Background: an optimization exercise with open tools, aiming at small area and a short achievable clock period. Do not read the settings as production practice.
The RTL was checked by simulation tests, not by an equivalence proof against the original design.
No activity file was given, so power comes from the tool's default toggle rates.

==> module dmem_array, before the edit <==
module dmem_array #(
  parameter int DEPTH = 64
) (
  input  logic             clk,
  input  logic             rst_n,
  input  logic [7:0]       wa,        
  input  logic [31:0]      wbl,       
  input  logic [31:0]      wdata,
  input  logic [7:0]       ra,        
  input  logic [7:0]       rb,        
  input  logic             hold,      
  input  logic [31:0]      rq,        
  output logic [31:0]      rnext      
);
  logic [31:0] mem_q [DEPTH];
  logic [31:0] t1_n [33];    
  logic [31:0] t2 [9];       
  logic [31:0] t3_n [3];     
  logic [31:0] rmux_s;
  logic [DEPTH-1:0] rsel;
  for (genvar k = 0; k < DEPTH; k++) begin : g_rsel
    dmem_rdec u_rdec (.a(ra[k / 8]), .b(rb[k % 8]), .y(rsel[k]));
  end
  for (genvar k = 0; k < DEPTH; k++) begin : g_word
    for (genvar l = 0; l < 4; l++) begin : g_lane
      logic s, sn;
      dmem_wdec u_dec (
        .a (wa[k / 8]),
        .b (wbl[8*l + k % 8]),
        .s (s),
        .sn(sn)
      );
      dmem_lane u_lane (
        .clk(clk),
        .s  (s),
        .sn (sn),
        .d  (wdata[8*l +: 8]),
        .q  (mem_q[k][8*l +: 8])
      );
    end
  end
  for (genvar j = 0; j < DEPTH / 2; j++) begin : g_rd1
    dmem_rd2 u_rd (
      .a (mem_q[2*j]), .b (mem_q[2*j+1]),
      .sa(rsel[2*j]), .sb(rsel[2*j+1]),
      .y_n(t1_n[j])
    );
  end
  dmem_nand2 u_hold (.a({32{hold}}), .b(rq), .y(t1_n[32]));
  for (genvar j = 0; j < 6; j++) begin : g_rd2
    dmem_nand4 u_g (.a(t1_n[4*j]), .b(t1_n[4*j+1]), .c(t1_n[4*j+2]),
                    .d(t1_n[4*j+3]), .y(t2[j]));
  end
  for (genvar j = 0; j < 3; j++) begin : g_rd2b
    dmem_nand3 u_g (.a(t1_n[24+3*j]), .b(t1_n[24+3*j+1]), .c(t1_n[24+3*j+2]),
                    .y(t2[6+j]));
  end
  for (genvar j = 0; j < 3; j++) begin : g_rd3
    dmem_nor3 u_g (.a(t2[3*j]), .b(t2[3*j+1]), .c(t2[3*j+2]), .y(t3_n[j]));
  end
  dmem_nand3 u_rd4 (.a(t3_n[0]), .b(t3_n[1]), .c(t3_n[2]), .y(rmux_s));
  assign rnext = rmux_s;
endmodule
==> module dmem_responder, before the edit <==
module dmem_responder #(
  parameter int WAIT_CYCLES = 1,
  parameter int DEPTH       = dmem_pkg::DMEM_DEPTH
) (
  input  logic        clk,
  input  logic        rst_n,
  input  logic        req,
  input  logic        we,
  input  logic [7:0]  addr,
  input  logic [31:0] wdata,
  input  logic [3:0]  be,
  output logic [31:0] rdata,
  output logic        ack,
  output logic        err
);
  localparam int AW = $clog2(DEPTH);
  logic        idle_r, busy_r, resp_r, mis_r;
  logic        ack_r, err_r;
  logic        accept_s, mis_in_s, go_s, rgo_s;
  logic [3:0]  be_s;
  logic [7:0]       wa_r;
  logic [31:0]      cap_wdata_r;
  logic [31:0]      wbl_r;
  logic [7:0]       ahi_s, alo_s;
  logic             rd_r;
  logic [7:0]       ra_r, rb_r;
  logic [31:0]      rnext_s;
  logic [31:0]      rdata_r;
  logic             rstf_r;
  assign accept_s = idle_r & req;
  assign mis_in_s = |addr[1:0];
  assign go_s     = accept_s & ~mis_in_s;
  assign rgo_s    = go_s & ~we;
  always_comb begin
    for (int i = 0; i < 8; i++) begin
      ahi_s[i] = (addr[7:5] == 3'(i));
      alo_s[i] = (addr[4:2] == 3'(i));
    end
  end
  assign be_s     = be;
  always_ff @(posedge clk or negedge rst_n) begin
    if (!rst_n) begin
      idle_r  <= 1'b1;
      busy_r  <= 1'b0;
      resp_r  <= 1'b0;
      mis_r   <= 1'b0;
      ack_r   <= 1'b0;
      err_r   <= 1'b0;
      wbl_r   <= '0;
      rd_r    <= 1'b0;
      ra_r    <= '0;
    end else begin
      idle_r  <= (idle_r & ~req) | resp_r | mis_r;
      busy_r  <= go_s;
      mis_r   <= accept_s & mis_in_s;
      resp_r  <= busy_r;
      ack_r   <= resp_r | mis_r;
      err_r   <= mis_r;
      for (int l = 0; l < 4; l++) begin
        wbl_r[8*l +: 8] <= {8{go_s & we & be_s[l]}} & alo_s;
      end
      rd_r    <= rgo_s;
      ra_r    <= {8{rgo_s}} & ahi_s;
    end
  end
  always_ff @(posedge clk) begin
    wa_r        <= ahi_s;
    rb_r        <= alo_s;
    cap_wdata_r <= wdata;
  end
  dmem_array #(.DEPTH(DEPTH)) u_array (
    .clk  (clk),
    .rst_n(rst_n),
    .wa   (wa_r),
    .wbl  (wbl_r),
    .wdata(cap_wdata_r),
    .ra   (ra_r),
    .rb   (rb_r),
    .hold (~rd_r & ~rstf_r),
    .rq   (rdata_r),
    .rnext(rnext_s)
  );
  always_ff @(posedge clk) begin
    rdata_r <= rnext_s;
  end
  always_ff @(posedge clk or negedge rst_n) begin
    if (!rst_n) begin
      rstf_r <= 1'b1;
    end else begin
      rstf_r <= 1'b0;
    end
  end
  assign rdata = rdata_r;
  assign ack = ack_r;
  assign err = err_r;
endmodule
export LEC_CHECK = 0
export CAP_MARGIN = 20
export CORE_MARGIN = 2
export CORE_UTILIZATION = 75
export CTS_CLUSTER_DIAMETER = 70
export CTS_CLUSTER_SIZE = 24
export SETUP_SLACK_MARGIN = 2.9
export SLEW_MARGIN = 20
export SYNTH_HIERARCHICAL = 1
create_clock -name core_clock -period 5.0 [get_ports {clk}]
run.sh (not shown) runs the stock make flow with config.mk's settings and CLKGATE_MAP_FILE= SYNTH_SCRIPT=/design/flow/synth_recipe.tcl, a recipe that flattens the netlist after the stock synthesis.
The starting point finished clean.
Rerun with:
--- a/flow/design.v
+++ b/flow/design.v
@@ -86,13 +86,13 @@
   input  logic [31:0]      wbl,       
   input  logic [31:0]      wdata,
   input  logic [7:0]       ra,        
   input  logic [7:0]       rb,        
-  input  logic             hold,      
-  input  logic [31:0]      rq,        
+  input  logic             rd,        
   output logic [31:0]      rnext      
 );
   logic [31:0] mem_q [DEPTH];
+  logic [31:0] rdata_r;
   logic [31:0] t1_n [33];    
   logic [31:0] t2 [9];       
   logic [31:0] t3_n [3];     
   logic [31:0] rmux_s;
@@ -124,9 +124,9 @@
       .sa(rsel[2*j]), .sb(rsel[2*j+1]),
       .y_n(t1_n[j])
     );
   end
-  dmem_nand2 u_hold (.a({32{hold}}), .b(rq), .y(t1_n[32]));
+  dmem_nand2 u_hold (.a({32{~rd}}), .b(rdata_r), .y(t1_n[32]));
   for (genvar j = 0; j < 6; j++) begin : g_rd2
     dmem_nand4 u_g (.a(t1_n[4*j]), .b(t1_n[4*j+1]), .c(t1_n[4*j+2]),
                     .d(t1_n[4*j+3]), .y(t2[j]));
   end
@@ -137,8 +137,15 @@
   for (genvar j = 0; j < 3; j++) begin : g_rd3
     dmem_nor3 u_g (.a(t2[3*j]), .b(t2[3*j+1]), .c(t2[3*j+2]), .y(t3_n[j]));
   end
   dmem_nand3 u_rd4 (.a(t3_n[0]), .b(t3_n[1]), .c(t3_n[2]), .y(rmux_s));
+  always_ff @(posedge clk or negedge rst_n) begin
+    if (!rst_n) begin
+      rdata_r <= 32'h0000_0000;
+    end else begin
+      rdata_r <= rmux_s;
+    end
+  end
   assign rnext = rmux_s;
 endmodule
 module dmem_responder #(
   parameter int WAIT_CYCLES = 1,
@@ -167,9 +174,8 @@
   logic             rd_r;
   logic [7:0]       ra_r, rb_r;
   logic [31:0]      rnext_s;
   logic [31:0]      rdata_r;
-  logic             rstf_r;
   assign accept_s = idle_r & req;
   assign mis_in_s = |addr[1:0];
   assign go_s     = accept_s & ~mis_in_s;
   assign rgo_s    = go_s & ~we;
@@ -217,22 +223,14 @@
     .wbl  (wbl_r),
     .wdata(cap_wdata_r),
     .ra   (ra_r),
     .rb   (rb_r),
-    .hold (~rd_r & ~rstf_r),
-    .rq   (rdata_r),
+    .rd   (rd_r),
     .rnext(rnext_s)
   );
   always_ff @(posedge clk) begin
     rdata_r <= rnext_s;
   end
-  always_ff @(posedge clk or negedge rst_n) begin
-    if (!rst_n) begin
-      rstf_r <= 1'b1;
-    end else begin
-      rstf_r <= 1'b0;
-    end
-  end
   assign rdata = rdata_r;
   assign ack = ack_r;
   assign err = err_r;
 endmodule
=>
- The new run produced a clean layout
- die area goes up by 0.94%
- first-iteration DRC count rose by 17%
- final area rose by 0.35%
- total power went up by 1.4%
- setup slack is about the same
- utilization decreases by 0.69 points

==> what the ideal ports hide <==
The results above use ideal ports. As a check the final layouts listed here were re-extracted and re-timed, cells and wires unchanged.
Step 1 (the two cells are an assumption about what drives the block):
set clk [get_ports {clk}]
set_driving_cell -lib_cell sky130_fd_sc_hd__clkbuf_16 $clk
set_driving_cell -lib_cell sky130_fd_sc_hd__buf_2 [delete_from_list [all_inputs] $clk]
Step 2, shift: input delay + t, output delay - t, t = (earliest + latest rising clock arrival at the registers) / 2. This alone moves slack from input paths to output paths.
Three values: ideal ports, drivers, drivers and shift; two values: the first two.
run	t, ns	setup slack, ns	hold WS [ns]	worst setup path at the end	clock arrival spread, ns
the first run	0.822	2.714 / 2.635 / 2.279	0.265 / 0.217 / 0.358	input to register	0.027 / 0.027
the second run	0.812	2.715 / 2.635 / 2.217	0.285 / 0.231 / 0.360	input to register	0.037 / 0.037
After both steps every run listed still meets setup and hold. For the second run, which loses most, drivers alone change the setup slack by -0.080 ns; drivers and shift together by -0.498 ns.
